From an optimization exercise on the open Yosys and OpenROAD flow, aimed at small area; shortcuts taken in it are not production practice. Only simulation tests tie the RTL to the original design; equivalence was not proved.

==> v4 <==
==> flow/design.v <==
package vecdot_pkg;
  typedef logic signed [16-1:0] sample_t;
  typedef logic signed [2*16-1:0] product_t;
  typedef logic signed [41-1:0] acc_t;
  typedef logic [4-1:0] tap_idx_t;
  typedef logic [9*16-1:0] tap_vec_t;
endpackage
module vecdot9 (
  input  logic                clk,
  input  logic                reset,
  input  logic                en,
  input  vecdot_pkg::sample_t hin,
  input  logic                hin_valid,
  input  vecdot_pkg::sample_t xin,
  input  logic                xin_valid,
  output vecdot_pkg::sample_t dout,
  output logic                dout_valid,
  output logic                sat
);
  localparam int W = 16;
  localparam int N = 9;
  localparam int AW = 2*W + 3;
  logic [N*W-1:0]     xslot_q;
  logic [(N-1)*W-1:0] kpart_q;
  logic [N*W-1:0]     kcur_q;
  logic               kzero_q;
  logic [3:0]         fcnt_q;
  logic [3:0]         kcnt_q;
  logic [3:0]         pidx_q;
  logic               vld_q;
  logic [AW-1:0]      acc_q;
  logic x_acc, h_acc, f_done, k_done, busy;
  assign x_acc  = en && xin_valid;
  assign h_acc  = en && hin_valid;
  assign f_done = x_acc && (fcnt_q == 4'd8);
  assign k_done = h_acc && (kcnt_q == 4'd8);
  assign busy   = (pidx_q <= 4'd8);
  always_ff @(posedge clk) begin
    if (reset) begin
      fcnt_q <= '0;
    end else if (x_acc) begin
      fcnt_q <= (fcnt_q == 4'd8) ? 4'd0 : fcnt_q + 4'd1;
    end
  end
  always_ff @(posedge clk) begin
    if (reset) begin
      kcnt_q <= '0;
    end else if (h_acc) begin
      kcnt_q <= (kcnt_q == 4'd8) ? 4'd0 : kcnt_q + 4'd1;
    end
  end
  always_ff @(posedge clk) begin
    for (int i = 0; i < N; i++) begin
      if (!reset && x_acc && fcnt_q == 4'(i)) begin
        xslot_q[i*W +: W] <= xin;
      end
    end
  end
  always_ff @(posedge clk) begin
    if (!reset && h_acc) begin
      kpart_q <= {hin, kpart_q[(N-1)*W-1:W]};
    end
  end
  always_ff @(posedge clk) begin
    if (!reset && k_done) begin
      kcur_q <= {hin, kpart_q};
    end
  end
  always_ff @(posedge clk) begin
    if (reset) begin
      kzero_q <= 1'b1;
    end else if (k_done) begin
      kzero_q <= 1'b0;
    end
  end
  logic signed [W-1:0]    x_op;
  logic signed [W-1:0]    k_op;
  logic signed [2*W-1:0]  prod;
  always_comb begin
    x_op = xslot_q[0 +: W];
    k_op = kcur_q[0 +: W];
    for (int i = 1; i < N; i++) begin
      if (pidx_q == 4'(i)) begin
        x_op = xslot_q[i*W +: W];
        k_op = kcur_q[i*W +: W];
      end
    end
    if (kzero_q) k_op = '0;
  end
  assign prod = x_op * k_op;
  always_ff @(posedge clk) begin
    if (reset) begin
      pidx_q <= 4'd9;
    end else if (en) begin
      if (f_done) begin
        pidx_q <= 4'd0;
      end else if (busy) begin
        pidx_q <= pidx_q + 4'd1;
      end
    end
  end
  always_ff @(posedge clk) begin
    if (reset) begin
      vld_q <= 1'b0;
    end else if (en) begin
      vld_q <= (pidx_q == 4'd8);
    end
  end
  always_ff @(posedge clk) begin
    if (!reset && en && busy) begin
      acc_q <= ((pidx_q == 4'd0) ? AW'(1 << (10 - 1)) : acc_q) + AW'(prod);
    end
  end
  logic pos_ovf, neg_ovf;
  assign pos_ovf = !acc_q[AW-1] && (|acc_q[AW-2:W+10-1]);
  assign neg_ovf =  acc_q[AW-1] && !(&acc_q[AW-2:W+10-1]);
  always_comb begin
    if (pos_ovf)      dout = {1'b0, {(W-1){1'b1}}};
    else if (neg_ovf) dout = {1'b1, {(W-1){1'b0}}};
    else              dout = acc_q[10 +: W];
  end
  assign sat        = pos_ovf || neg_ovf;
  assign dout_valid = vld_q;
endmodule
==> flow/run.sh <==
#!/bin/bash
# synth_recipe.tcl (not shown) runs the flow's synth.tcl, then flattens the netlist and writes it again
# the make line also repeats each setting of config.mk as NAME=value (left out here)
make -C /OpenROAD-flow-scripts/flow DESIGN_CONFIG=/design/flow/config.mk WORK_HOME=/design/flow/orfs CLKGATE_MAP_FILE= SYNTH_SCRIPT=/design/flow/synth_recipe.tcl finish
==> flow/config.mk <==
export PLATFORM = sky130hd
export DESIGN_NAME = vecdot9
export DESIGN_NICKNAME = vecdot9
export VERILOG_FILES = /design/flow/design.v
export SDC_FILE = /design/flow/constraint.sdc
export NUM_CORES = 4
export LEC_CHECK = 0
export ABC_AREA = 1
export CAP_MARGIN = 20
export CORE_MARGIN = 2
export CORE_UTILIZATION = 75
export SLEW_MARGIN = 20
==> flow/constraint.sdc <==
create_clock -name core_clock -period 8.0 [get_ports {clk}]
set_input_delay 1.6000 -clock core_clock [delete_from_list [all_inputs] [get_ports {clk}]]
set_output_delay 1.6000 -clock core_clock [all_outputs]
set_load 0.01 [all_outputs]
==> inputs of v32, as changes to v4 <==
==> flow/design.v, changed modules only <==
module vecdot9 (
  input  logic                clk,
  input  logic                reset,
  input  logic                en,
  input  vecdot_pkg::sample_t hin,
  input  logic                hin_valid,
  input  vecdot_pkg::sample_t xin,
  input  logic                xin_valid,
  output vecdot_pkg::sample_t dout,
  output logic                dout_valid,
  output logic                sat
);
  localparam int W  = 16;
  localparam int N  = 9;
  localparam int AW = 2*W + 3;
  logic [(N-1)*W-1:0] xslot_q;
  logic [(N-1)*W-1:0] kpart_q;
  logic [N*W-1:0]     kcur_q;
  logic               kzero_q;
  logic [3:0]         fcnt_q;
  logic [3:0]         kcnt_q;
  logic [3:0]         pidx_q;
  logic               vld_q;
  logic [AW-1:0]      acc_q;
  logic x_acc, h_acc, f_done, k_done, busy;
  assign x_acc  = en && xin_valid;
  assign h_acc  = en && hin_valid;
  assign f_done = x_acc && (fcnt_q == 4'd8);
  assign k_done = h_acc && (kcnt_q == 4'd8);
  assign busy   = !pidx_q[3];
  always_ff @(posedge clk) begin
    if (reset) begin
      fcnt_q <= '0;
    end else if (x_acc) begin
      fcnt_q <= (fcnt_q == 4'd8) ? 4'd0 : fcnt_q + 4'd1;
    end
  end
  always_ff @(posedge clk) begin
    if (reset) begin
      kcnt_q <= '0;
    end else if (h_acc) begin
      kcnt_q <= (kcnt_q == 4'd8) ? 4'd0 : kcnt_q + 4'd1;
    end
  end
  always_ff @(posedge clk) begin
    for (int i = 0; i < N-1; i++) begin
      if (!reset && x_acc && fcnt_q == 4'(i)) begin
        xslot_q[i*W +: W] <= xin;
      end
    end
  end
  always_ff @(posedge clk) begin
    if (!reset && h_acc) begin
      kpart_q <= {hin, kpart_q[(N-1)*W-1:W]};
    end
  end
  always_ff @(posedge clk) begin
    if (!reset && k_done) begin
      kcur_q <= {hin, kpart_q};
    end
  end
  always_ff @(posedge clk) begin
    if (reset) begin
      kzero_q <= 1'b1;
    end else if (k_done) begin
      kzero_q <= 1'b0;
    end
  end
  logic [W-1:0] x_op;
  logic [W-1:0] k_op;
  always_comb begin
    if (f_done) begin
      x_op = xin;
      k_op = k_done ? hin : kcur_q[(N-1)*W +: W];
    end else begin
      x_op = xslot_q[0 +: W];
      k_op = kcur_q[0 +: W];
      for (int i = 1; i < N-1; i++) begin
        if (pidx_q[2:0] == 3'(i)) begin
          x_op = xslot_q[i*W +: W];
          k_op = kcur_q[i*W +: W];
        end
      end
    end
    if (kzero_q && !k_done) k_op = '0;
  end
  localparam int NR = W/2;
  logic [W:0]      xb;
  logic [NR-1:0]   b_one, b_two, b_neg;
  logic [W:0]      row  [NR];
  logic [AW-1:0]   rsum;
  assign xb = {x_op, 1'b0};
  always_comb begin
    rsum = '0;
    for (int j = 0; j < NR; j++) begin
      b_one[j] = xb[2*j+1] ^ xb[2*j];
      b_two[j] = (xb[2*j+2] & ~xb[2*j+1] & ~xb[2*j]) | (~xb[2*j+2] & xb[2*j+1] & xb[2*j]);
      b_neg[j] = xb[2*j+2];
      for (int i = 0; i <= W; i++) begin
        row[j][i] = ((b_one[j] & (i == W ? k_op[W-1] : k_op[i])) |
                     (b_two[j] & (i == 0 ? 1'b0 : k_op[i-1]))) ^ b_neg[j];
      end
      rsum = rsum + (AW'({~row[j][W], row[j][W-1:0]}) << (2*j)) + (AW'(b_neg[j]) << (2*j));
    end
  end
  always_ff @(posedge clk) begin
    if (reset) begin
      pidx_q <= 4'd8;
    end else if (en) begin
      if (f_done) begin
        pidx_q <= 4'd0;
      end else if (busy) begin
        pidx_q <= pidx_q + 4'd1;
      end
    end
  end
  always_ff @(posedge clk) begin
    if (reset) begin
      vld_q <= 1'b0;
    end else if (en) begin
      vld_q <= (pidx_q == 4'd7);
    end
  end
  localparam logic [AW-1:0] START = AW'(35'd512 - 35'd9 * 35'h0_5555_0000);
  always_ff @(posedge clk) begin
    if (!reset && (f_done || (en && busy))) begin
      acc_q <= (f_done ? START : acc_q) + rsum;
    end
  end
  logic pos_ovf, neg_ovf;
  assign pos_ovf = !acc_q[AW-1] && (|acc_q[AW-2:W+10-1]);
  assign neg_ovf =  acc_q[AW-1] && !(&acc_q[AW-2:W+10-1]);
  always_comb begin
    if (pos_ovf)      dout = {1'b0, {(W-1){1'b1}}};
    else if (neg_ovf) dout = {1'b1, {(W-1){1'b0}}};
    else              dout = acc_q[10 +: W];
  end
  assign sat        = pos_ovf || neg_ovf;
  assign dout_valid = vld_q;
endmodule
ABC_AREA = not set   (was 1)
CORE_UTILIZATION = 45   (was 75)
==> results_dict.tcl <==
set metrics [dict create \
    error_line "[ERROR GRT-0116] Global routing finished with congestion. Check the congestion regions in the DRC Viewer." \
    synth_seq_cells 465 \
    yosys_warnings 1 \
    post_cts_repair_timing_setup_buffer_count 81 \
    synth_enable_flop_cells 451 \
    stop_stage "global routing (5_1_grt)" \
    synth_simple_gate_area_share_pct 16.4 \
    muxShareOfSynthArea_pct 0 \
    yosys-top-cells-area "edfxtp_1, fa_1, nand2_1" \
    placedCellCount 3847 \
    synth.net_count 3383 \
    outcome "aborted with a tool error" \
]
Source of the figures above: v4

==> results_dict.tcl <==
set metrics [dict create \
    yosys_warnings 2 \
    highest-signal-layer "met4" \
    synth_simple_gate_area_share_pct 8.70 \
    synth_seq_cells 449 \
    buffers_excl_clock 605 \
    post_cts_repair_timing_setup_buffer_count 40 \
    place_ws_ns -1.08 \
    placedCellCount 3451 \
    postLayoutSetupSlackWorst_ns 0.143 \
    muxShareOfSynthArea_pct 2.34 \
    synth.net_count 2592 \
    yosys-top-cells-area "edfxtp_1, fa_1, ha_1" \
    outcome "complete, no violations" \
    syn_area_per_cell_um2 11.7 \
    dominant-cell-class "registers" \
    synth_enable_flop_cells 435 \
]
Source of the figures above: v32

[port drivers added, routing unchanged]
In the flow no input, the clock included, has a driving cell. The finished layout below was timed again as built, in two steps.
Step 1 sets driving cells, clkbuf_16 on the clock port and buf_2 on the other inputs (assumed; they add their load-dependent delay and slew).
Step 2 adds t to the input delays and takes it off the output delays; t is the mean of the earliest and latest rising clock arrival at the registers after step 1. Input paths then give back, and output paths get back, about the clock's delay inside the block.
a / b / c = no drivers / after step 1 / after step 2; a / b = the first two.
run: v32
shift t [ns]: 0.657
setup WS [ns]: 0.143 / 0.178 / -0.480
hold slack, ns: 0.420 / 0.420 / 0.420
worst setup path at the end: input to register
pins driven straight from the clock port: 1
With both steps, setup timing fails in v32, where it was met with ideal ports. For v32, drivers alone change the setup slack by +0.035 ns; drivers and shift together by -0.623 ns.
